Background: an optimization exercise with open tools, aiming at small area. Do not read the settings as production practice. In this exercise RTL edits were held to simulation tests only and were not proved equivalent to the original. No activity file was given, so power comes from the tool's default toggle rates.

--- flow/design.v ---
`default_nettype none
package game_geom_pkg;
	localparam int NUM_LANES = 4;
	typedef logic [9:0] pos_t;           
	typedef logic [NUM_LANES-1:0] lane_mask_t;
	localparam pos_t FALL_STEP = 10'd4;  
	localparam pos_t HIT_Y_MIN = 10'd400;
	localparam pos_t HIT_Y_MAX = 10'd440;
	typedef logic [7:0] count_t;
endpackage
`default_nettype wire
`default_nettype none
package song_pkg;
	typedef logic [7:0] key_t;
	localparam key_t KEY_START = 8'h2C;  
	localparam key_t KEY_STOP  = 8'h29;  
	localparam key_t KEY_LANE0 = 8'h07;  
	localparam key_t KEY_LANE1 = 8'h09;  
	localparam key_t KEY_LANE2 = 8'h0D;  
	localparam key_t KEY_LANE3 = 8'h0E;  
	typedef enum logic [1:0] {IDLE, PLAYING, DRAIN, DONE} game_state_t;
	localparam int SONG_LEN = 16;
	typedef logic [3:0] beat_idx_t;
	function automatic logic [3:0] beat_lanes(beat_idx_t idx);
		case (idx)
			4'd0:    beat_lanes = 4'b0001;
			4'd1:    beat_lanes = 4'b0010;
			4'd2:    beat_lanes = 4'b0100;
			4'd3:    beat_lanes = 4'b1000;
			4'd4:    beat_lanes = 4'b0000;  
			4'd5:    beat_lanes = 4'b0011;
			4'd6:    beat_lanes = 4'b0100;
			4'd7:    beat_lanes = 4'b1000;
			4'd8:    beat_lanes = 4'b0001;
			4'd9:    beat_lanes = 4'b0000;  
			4'd10:   beat_lanes = 4'b1100;
			4'd11:   beat_lanes = 4'b0010;
			4'd12:   beat_lanes = 4'b0001;
			4'd13:   beat_lanes = 4'b1001;
			4'd14:   beat_lanes = 4'b0100;
			default: beat_lanes = 4'b0010;
		endcase
	endfunction
endpackage
`default_nettype wire
`default_nettype none
module key_decoder (
	input  wire                 max10_clk1_50,
	input  wire                 arst_n,
	input  wire song_pkg::key_t keycode,
	output logic                start,
	output logic                stop,
	output logic [3:0]          press       
);
	song_pkg::key_t key_q;
	logic changed;
	logic [3:0] lane_match;
	assign changed = (keycode != key_q);  
	assign lane_match = {
		keycode == song_pkg::KEY_LANE3,
		keycode == song_pkg::KEY_LANE2,
		keycode == song_pkg::KEY_LANE1,
		keycode == song_pkg::KEY_LANE0
	};
	always_ff @(posedge max10_clk1_50 or negedge arst_n) begin
		if (!arst_n) begin
			key_q <= '0;
			start <= 1'b0;
			stop  <= 1'b0;
			press <= '0;
		end else begin
			key_q <= keycode;
			start <= changed && (keycode == song_pkg::KEY_START);
			stop  <= changed && (keycode == song_pkg::KEY_STOP);
			press <= changed ? lane_match : '0;
		end
	end
endmodule
`default_nettype wire
`default_nettype none
module beat_timer #(
	parameter int FRAMES_PER_BEAT = 16
) (
	input  wire                      max10_clk1_50,
	input  wire                      arst_n,
	input  wire                      frame_tick,
	input  wire                      run,
	input  wire                      restart,
	output logic                     beat,
	output song_pkg::beat_idx_t      beat_index
);
	localparam int FRAME_W = (FRAMES_PER_BEAT > 1) ? $clog2(FRAMES_PER_BEAT) : 1;
	localparam logic [FRAME_W-1:0] LAST_FRAME = FRAME_W'(FRAMES_PER_BEAT - 1);
	logic [FRAME_W-1:0] frame_cnt;
	always_ff @(posedge max10_clk1_50 or negedge arst_n) begin
		if (!arst_n) begin
			frame_cnt  <= '0;
			beat       <= 1'b0;
			beat_index <= '0;
		end else if (restart) begin
			frame_cnt  <= '0;
			beat       <= 1'b0;
			beat_index <= '0;
		end else begin
			beat <= 1'b0;
			if (beat)
				beat_index <= beat_index + 1'b1;  
			if (run && frame_tick) begin
				if (frame_cnt == LAST_FRAME) begin
					frame_cnt <= '0;
					beat      <= 1'b1;
				end else begin
					frame_cnt <= frame_cnt + 1'b1;
				end
			end
		end
	end
endmodule
`default_nettype wire
`default_nettype none
module song_sequencer (
	input  wire                         max10_clk1_50,
	input  wire                         arst_n,
	input  wire                         start,
	input  wire                         stop,
	input  wire                         beat,
	input  wire song_pkg::beat_idx_t    beat_index,
	output logic                        run,
	output logic                        restart,
	output song_pkg::game_state_t       state,
	output logic [3:0]                  trigger,    
	output logic                        clear,      
	input  wire                         busy        
);
	localparam song_pkg::beat_idx_t LAST_BEAT = song_pkg::beat_idx_t'(song_pkg::SONG_LEN - 1);
	logic go;
	assign go = start && (state == song_pkg::IDLE || state == song_pkg::DONE);
	always_ff @(posedge max10_clk1_50 or negedge arst_n) begin
		if (!arst_n) begin
			state         <= song_pkg::IDLE;
			run           <= 1'b0;
			restart       <= 1'b0;
			trigger <= '0;
			clear   <= 1'b0;
		end else begin
			restart       <= 1'b0;
			trigger <= '0;
			clear   <= restart;
			if (stop) begin
				state       <= song_pkg::IDLE;
				run         <= 1'b0;
				clear <= 1'b1;
			end else if (go) begin
				state       <= song_pkg::PLAYING;
				run         <= 1'b1;
				restart     <= 1'b1;
				clear <= 1'b1;
			end else begin
				case (state)
					song_pkg::PLAYING: begin
						if (beat) begin
							trigger <= song_pkg::beat_lanes(beat_index);
							if (beat_index == LAST_BEAT) begin
								state <= song_pkg::DRAIN;
								run   <= 1'b0;
							end
						end
					end
					song_pkg::DRAIN: begin
						if (!busy && trigger == '0)
							state <= song_pkg::DONE;
					end
					default: begin
					end
				endcase
			end
		end
	end
endmodule
`default_nettype wire
`default_nettype none
module note_field #(
	parameter int NOTE_SLOTS = 8
) (
	input  wire        max10_clk1_50,
	input  wire        arst_n,
	input  wire        frame_tick,
	input  wire  [3:0] trigger,      
	input  wire  [3:0] press,        
	input  wire        clear,        
	output logic [3:0] hit,
	output logic [3:0] miss,
	output logic       busy          
);
	localparam int SLOT_W = (NOTE_SLOTS > 1) ? $clog2(NOTE_SLOTS) : 1;
	localparam int NL = game_geom_pkg::NUM_LANES;
	logic [NL*NOTE_SLOTS-1:0] active;
	logic [NL-1:0] hit_r, miss_r, busy_mask;
	for (genvar l = 0; l < NL; l++) begin : g_lane
		logic [SLOT_W-1:0] free_idx, win_idx;
		logic free_ok, win_ok;
		logic [NOTE_SLOTS-1:0] take_hit, take_fall, take_spawn;
		logic [NOTE_SLOTS*10-1:0] pos, pos_next;
		always_comb begin
			free_idx = '0;
			free_ok  = 1'b0;
			win_idx  = '0;
			win_ok   = 1'b0;
			for (int s = NOTE_SLOTS - 1; s >= 0; s--) begin
				if (!active[l*NOTE_SLOTS+s]) begin
					free_idx = SLOT_W'(s);
					free_ok  = 1'b1;
				end
				if (active[l*NOTE_SLOTS+s] && pos[s*10 +: 10] >= game_geom_pkg::HIT_Y_MIN &&
				    pos[s*10 +: 10] <= game_geom_pkg::HIT_Y_MAX) begin
					win_idx = SLOT_W'(s);
					win_ok  = 1'b1;
				end
			end
		end
		always_comb begin
			for (int s = 0; s < NOTE_SLOTS; s++) begin
				pos_next[s*10 +: 10]   = pos[s*10 +: 10] + game_geom_pkg::FALL_STEP;
				take_hit[s]   = press[l] && win_ok && (win_idx == SLOT_W'(s));
				take_fall[s]  = frame_tick && active[l*NOTE_SLOTS+s] && !take_hit[s] &&
				                (pos_next[s*10 +: 10] > game_geom_pkg::HIT_Y_MAX);
				take_spawn[s] = trigger[l] && free_ok && (free_idx == SLOT_W'(s));
			end
		end
		always_ff @(posedge max10_clk1_50 or negedge arst_n) begin
			if (!arst_n) begin
				active[l*NOTE_SLOTS +: NOTE_SLOTS] <= '0;
				hit_r[l]  <= 1'b0;
				miss_r[l] <= 1'b0;
			end else if (clear) begin
				active[l*NOTE_SLOTS +: NOTE_SLOTS] <= '0;
				hit_r[l]  <= 1'b0;
				miss_r[l] <= 1'b0;
			end else begin
				active[l*NOTE_SLOTS +: NOTE_SLOTS] <= (active[l*NOTE_SLOTS +: NOTE_SLOTS] & ~take_hit & ~take_fall) | take_spawn;
				hit_r[l]  <= |take_hit;
				miss_r[l] <= |take_fall;
			end
		end
		always_ff @(posedge max10_clk1_50) begin
			for (int s = 0; s < NOTE_SLOTS; s++) begin
				if (take_spawn[s])
					pos[s*10 +: 10] <= '0;              
				else if (frame_tick && active[l*NOTE_SLOTS+s])
					pos[s*10 +: 10] <= pos_next[s*10 +: 10];
			end
		end
		assign busy_mask[l] = |active[l*NOTE_SLOTS +: NOTE_SLOTS];
	end
	assign hit  = hit_r;
	assign miss = miss_r;
	assign busy = |busy_mask;
endmodule
`default_nettype wire
`default_nettype none
module scoreboard (
	input  wire                     max10_clk1_50,
	input  wire                     arst_n,
	input  wire [3:0]               hit,
	input  wire [3:0]               miss,
	input  wire                     clear,
	output game_geom_pkg::count_t   hit_count,
	output game_geom_pkg::count_t   miss_count,
	output game_geom_pkg::count_t   combo
);
	logic clear_q;
	logic [2:0] hit_n, miss_n;
	function automatic logic [7:0] sat_add(logic [7:0] a, logic [2:0] b);
		logic [8:0] sum;
		sum = {1'b0, a} + {6'd0, b};
		sat_add = sum[8] ? 8'hFF : sum[7:0];
	endfunction
	assign hit_n  = {2'b00, hit[0]} + {2'b00, hit[1]} + {2'b00, hit[2]} + {2'b00, hit[3]};   
	assign miss_n = {2'b00, miss[0]} + {2'b00, miss[1]} + {2'b00, miss[2]} + {2'b00, miss[3]};
	always_ff @(posedge max10_clk1_50 or negedge arst_n) begin
		if (!arst_n) begin
			clear_q    <= 1'b0;
			hit_count  <= '0;
			miss_count <= '0;
			combo      <= '0;
		end else begin
			clear_q <= clear;
			if (clear && clear_q) begin  
				hit_count  <= '0;
				miss_count <= '0;
				combo      <= '0;
			end else begin
				hit_count  <= sat_add(hit_count, hit_n);
				miss_count <= sat_add(miss_count, miss_n);
				combo      <= (miss_n != 3'd0) ? '0 : sat_add(combo, hit_n);
			end
		end
	end
endmodule
`default_nettype wire
`default_nettype none
module rhythm_game_top #(
	parameter int FRAMES_PER_BEAT = 16,
	parameter int NOTE_SLOTS      = 3
) (
	input  wire                         max10_clk1_50,
	input  wire                         arst_n,
	input  wire                         frame_tick,     
	input  wire song_pkg::key_t         keycode,
	output song_pkg::game_state_t       state,
	output game_geom_pkg::lane_mask_t   lane_hit,
	output game_geom_pkg::lane_mask_t   lane_miss,
	output game_geom_pkg::count_t       hit_count,
	output game_geom_pkg::count_t       miss_count,
	output game_geom_pkg::count_t       combo
);
	logic start, stop, run, restart, beat;
	song_pkg::beat_idx_t beat_index;
	logic [3:0] trigger, press, hit, miss;
	logic clear, busy;
	key_decoder u_keys (.max10_clk1_50, .arst_n, .keycode, .start, .stop,
		.press);
	beat_timer #(.FRAMES_PER_BEAT(FRAMES_PER_BEAT)) u_timer (.max10_clk1_50, .arst_n,
		.frame_tick, .run, .restart, .beat, .beat_index);
	song_sequencer u_seq (.max10_clk1_50, .arst_n, .start, .stop, .beat, .beat_index,
		.run, .restart, .state, .trigger,
		.clear, .busy);
	note_field #(.NOTE_SLOTS(NOTE_SLOTS)) u_field (.max10_clk1_50, .arst_n, .frame_tick,
		.trigger, .press, .clear, .hit, .miss, .busy);
	scoreboard u_score (.max10_clk1_50, .arst_n, .hit, .miss, .clear, .hit_count,
		.miss_count, .combo);
	assign lane_hit  = hit;
	assign lane_miss = miss;
endmodule
`default_nettype wire
--- flow/run.sh ---
#!/bin/bash
# synth_recipe.tcl (not shown) runs the flow's synth.tcl, then flattens the netlist and writes it again
# the make line also repeats each setting of config.mk as NAME=value (left out here)
make -C /OpenROAD-flow-scripts/flow DESIGN_CONFIG=/design/flow/config.mk WORK_HOME=/design/flow/orfs CLKGATE_MAP_FILE= SYNTH_SCRIPT=/design/flow/synth_recipe.tcl finish
--- flow/config.mk ---
export PLATFORM = sky130hd
export DESIGN_NAME = rhythm_game_top
export DESIGN_NICKNAME = rhythm_game_top
export VERILOG_FILES = /design/flow/design.v
export SDC_FILE = /design/flow/constraint.sdc
export NUM_CORES = 4
export LEC_CHECK = 0
export CAP_MARGIN = 20
export CORE_MARGIN = 2
export CORE_UTILIZATION = 40
export SLEW_MARGIN = 20
--- flow/constraint.sdc ---
create_clock -name core_clock -period 5.0 [get_ports {max10_clk1_50}]
set_input_delay 1.0000 -clock core_clock [delete_from_list [all_inputs] [get_ports {max10_clk1_50}]]
set_output_delay 1.0000 -clock core_clock [all_outputs]
set_load 0.01 [all_outputs]
==> out/qor.csv <==
stage;metric;value;unit
finish;Fillers;2494;
timing;post-layout min period;3.01;ns
detailed_routing;DRC;0;
timing;RSZ-0062 raised after global routing;false;
finish;ant diodes;0;
power_and_ir_drop;Leak Pwr;0.00465;µW
power_and_ir_drop;VDD IR max;0.000193;V
place;dpl hpwl;15100;µm
logic_synthesis;top-count cell post-synth;nor2_1;
critical_path;CP Max Fanout;6;
floorplanning;Cell Rows;58;
timing;Final TNS setup;0;ns
finish;area of the multi-input gates;5800;µm²
timing;worst hold slack;0.430;ns
power_and_ir_drop;power per cell area;287;nW/µm²
grt;first-pass GRT wire length;36700;µm
logic_synthesis;top-area cell type share of the netlist area;18.9;%
logic_synthesis;Post-synth EDFFs;0;
timing;fmax;332;MHz
detailed_routing;WL final;21400;µm
detailed_routing;Pre-antenna DRT Iters;7;
finish;final core utilization;45.2;%
cts;Post-CTS Hold Fix Bufs;0;
finish;Reg area;3850;µm²
floorplanning;Die ar.;26800;µm²
critical_path;Setup crit end kind;flip-flop;
grt;largest net degree at the start of global routing;61;
detailed_routing;Vias;8173;
finish;Final nets;1266;
grt;initial antenna violation count;0;
critical_path;CP arrival;3.35;ns
grt;vias in the first global route;7559;
logic_synthesis;Mean Syn Cell Area;8.63;µm²
detailed_routing;routed wl met2;9590;µm
logic_synthesis;largest area contributor in the netlist;dfrtp_1;
logic_synthesis;count of cell types in the netlist;76;
cts;root buffer cell;clkbuf_16;
detailed_routing;M1 WL;10800;µm
cts;Clock Sinks;173;
floorplanning;die height;164;µm
floorplanning;num ports;45;
cts;H-tree depth;4;
logic_synthesis;sequential share of the synthesized area;37.7;%
detailed_routing;highest metal used;met4;
detailed_routing;WL/cell;14.0;µm
detailed_routing;wire length on met3;767;µm
logic_synthesis;Synthesized Nets;1257;
cts;Max Root-Sink Buffers;2;
place;IO buf count;44;
detailed_routing;Initial DRC Count;617;
critical_path;kind of critical path;reg -> reg;
detailed_routing;Vias/cell;5.33;
timing;worst slew pin tran;1.08;ns
logic_synthesis;Synth Cell Area;10200;µm²
power_and_ir_drop;Design Power;3260;µW
logic_synthesis;synth warn;5;
cts;TritonCTS buffer count;17;
critical_path;crit start category;flip-flop;
floorplanning;starting density of the core;40.6;%
logic_synthesis;Synth top cells by count;161 x nor2_1, 96 x dfxtp_1, 81 x nand2_1;
timing;period utilisation layout;60.2;%
timing;Slew headroom;27.9;%
min_path;Hold Path Class;in -> async;
status;run status;finished clean;
logic_synthesis;Area contributors post-synth;dfrtp_1 19%, dfxtp_1 19%, ha_1 7.2%;
run;Max Cap Viol;0;
timing;Slew Viols, Final;0;
cts;TritonCTS clock tree;built;
detailed_routing;Post-DRT Antenna Nets;0;
timing;Hold Vio Cnt, Final;0;
floorplanning;chip width;164;µm
cts;post_cts resized;0;
critical_path;Worst Path Required;5.34;ns
place;routability congestion estimate;0.831;
timing;Clock Skew;0.0104;ns
logic_synthesis;Seq cells post-synth;173;
finish;share of cells above drive strength 1;4.07;%
logic_synthesis;Post-Synthesis Cells;1182;
grt;total track usage;16.7;%
floorplanning;core area;25100;µm²
cts;post-CTS setup buffer count;0;
cts;clock-pin slew on the worst setup and hold paths;0.07;ns
finish;Syn-to-layout area delta;11.4;%
logic_synthesis;ys async rst share;44.5;%
timing;final setup violating endpoints;0;
grt;remaining global-route overflow;0;
logic_synthesis;Post-synth top flop;dfxtp_1;
cts;insertion delay to the later sink of the worst-skew pair;0.43;ns
==> registers in the layout, summed over array words and instances (netlist names), 2 cells and up <==
register / count
u_field.g_lane.pos: 96
u_field.active: 12
u_keys.key_q: 8
u_score.combo: 8
u_score.hit_count: 8
u_score.miss_count: 8
u_field.hit_r: 4
u_field.miss_r: 4
u_keys.press: 4
u_seq.trigger: 4
u_timer.beat_index: 4
u_timer.frame_cnt: 4
u_seq.state: 2
==> report_power, final <==
part           switching (µW)  leakage (µW)  internal [µW]
clock                     557      0.000254            663
sequential                140       0.00182           1480
combinational             224       0.00257            205
total                     921       0.00465           2340
==> metal layers <==
layer	vias to the layer above	GRT usage, %
met5	-	0
met4	0	4.55
met3	15	2.97
met2	144	25.8
met1	3883	23.9
li1	4131	-
==> critical path, cell delays in order (launching register included) <==
cell	delay, ns
dfrtp_1	0.42
ha_1	0.28
inv_1	0.07
fa_1	0.40
inv_1	0.08
ha_1	0.16
inv_1	0.05
fa_1	0.39
nor2b_1	0.12
o21ai_0	0.16
nor2_1	0.23
nand4_1	0.32
a21oi_1	0.24
==> through the flow <==
step	setup slack, ns	instance area, µm²	std cells
5_1_grt	1.76	11400	1534
3_5_place_dp	1.54	10800	1502
2_1_floorplan	2.36	10200	1182
4_1_cts	1.96	11400	1534
6_report	1.99	11400	1534
3_3_place_gp	1.56	10800	1502
==> kinds of logic after synthesis <==
logic type | synth area share (%)
simple gates | 25.0
compound gates | 12.8
flops | 37.7
buf+inv | 5.47
xor+xnor | 9.79
fa+ha+maj | 8.32
mux | 0.883
==> cells in the final DEF, fill, tap and decap left out, drive strengths merged, types with 5 or more instances in the layout <==
master	count
a211oi	15
a21boi	6
a21o	6
a21oi	58
a311oi	5
a31oi	18
and2	18
and3	16
and3b	5
and4b	8
buf	7
clkbuf	23
clkdlybuf4s50	43
clkinv	5
dfrtp	77
dfxtp	96
fa	5
ha	59
inv	78
mux2i	9
nand2	82
nand2b	5
nand3	45
nand4	36
nand4b	12
nor2	161
nor2b	15
nor3	27
nor3b	9
nor4	14
nor4bb	6
o2111ai	6
o211ai	6
o21ai	26
or3	13
or3b	5
or4	6
xnor2	58
xor2	56
==> area by class of cell <==
cell class | count | share of cell area, %
inverter | 77 | 2.54
timing repair buffer | 50 | 4.25
clock buffer | 23 | 4.12
multi-input combinational | 872 | 51.0
sequential | 173 | 33.9
tap | 330 | 3.63
clock inverter | 9 | 0.562
==> final timing paths <==
kind,start,end,slack [ns],cells after the start
setup / recovery,u_field.miss_r[1],u_score.miss_count[5],1.99,12
hold / removal,arst_n,u_score.combo[6],0.43,1
setup reg to reg,u_field.miss_r[1],u_score.miss_count[5],1.99,12
hold reg to reg,u_field.g_lane[0].pos[3],u_field.g_lane[0].pos[3],0.51,2
max in group asynchronous,arst_n,u_field.hit_r[3],3.49,2
min in group core_clock,u_field.g_lane[0].pos[3],u_field.g_lane[0].pos[3],0.51,2

==> separate check: timing with driven ports <==
In the flow no input, the clock included, has a driving cell. The finished layout below was timed again as built, in two steps.
Step 1: set_driving_cell puts a clkbuf_16 on max10_clk1_50 and a buf_2 on each other input, an assumption about the parent block.
Step 2 times the ports against the registers' clock, not the clock port: input delays grow and output delays shrink by t, the midpoint of the rising clock arrivals with the driver on.
Slacks: ideal ports / drivers / drivers and shift; pairs: ideal ports / drivers.
t (ns): 0.472
setup WS [ns]: 1.988 / 1.988 / 1.534
cell pins on the clock port's net: 1
After both steps this run still meets setup and hold. For this run, drivers alone change the setup slack by 0.000 ns; drivers and shift together by -0.454 ns.
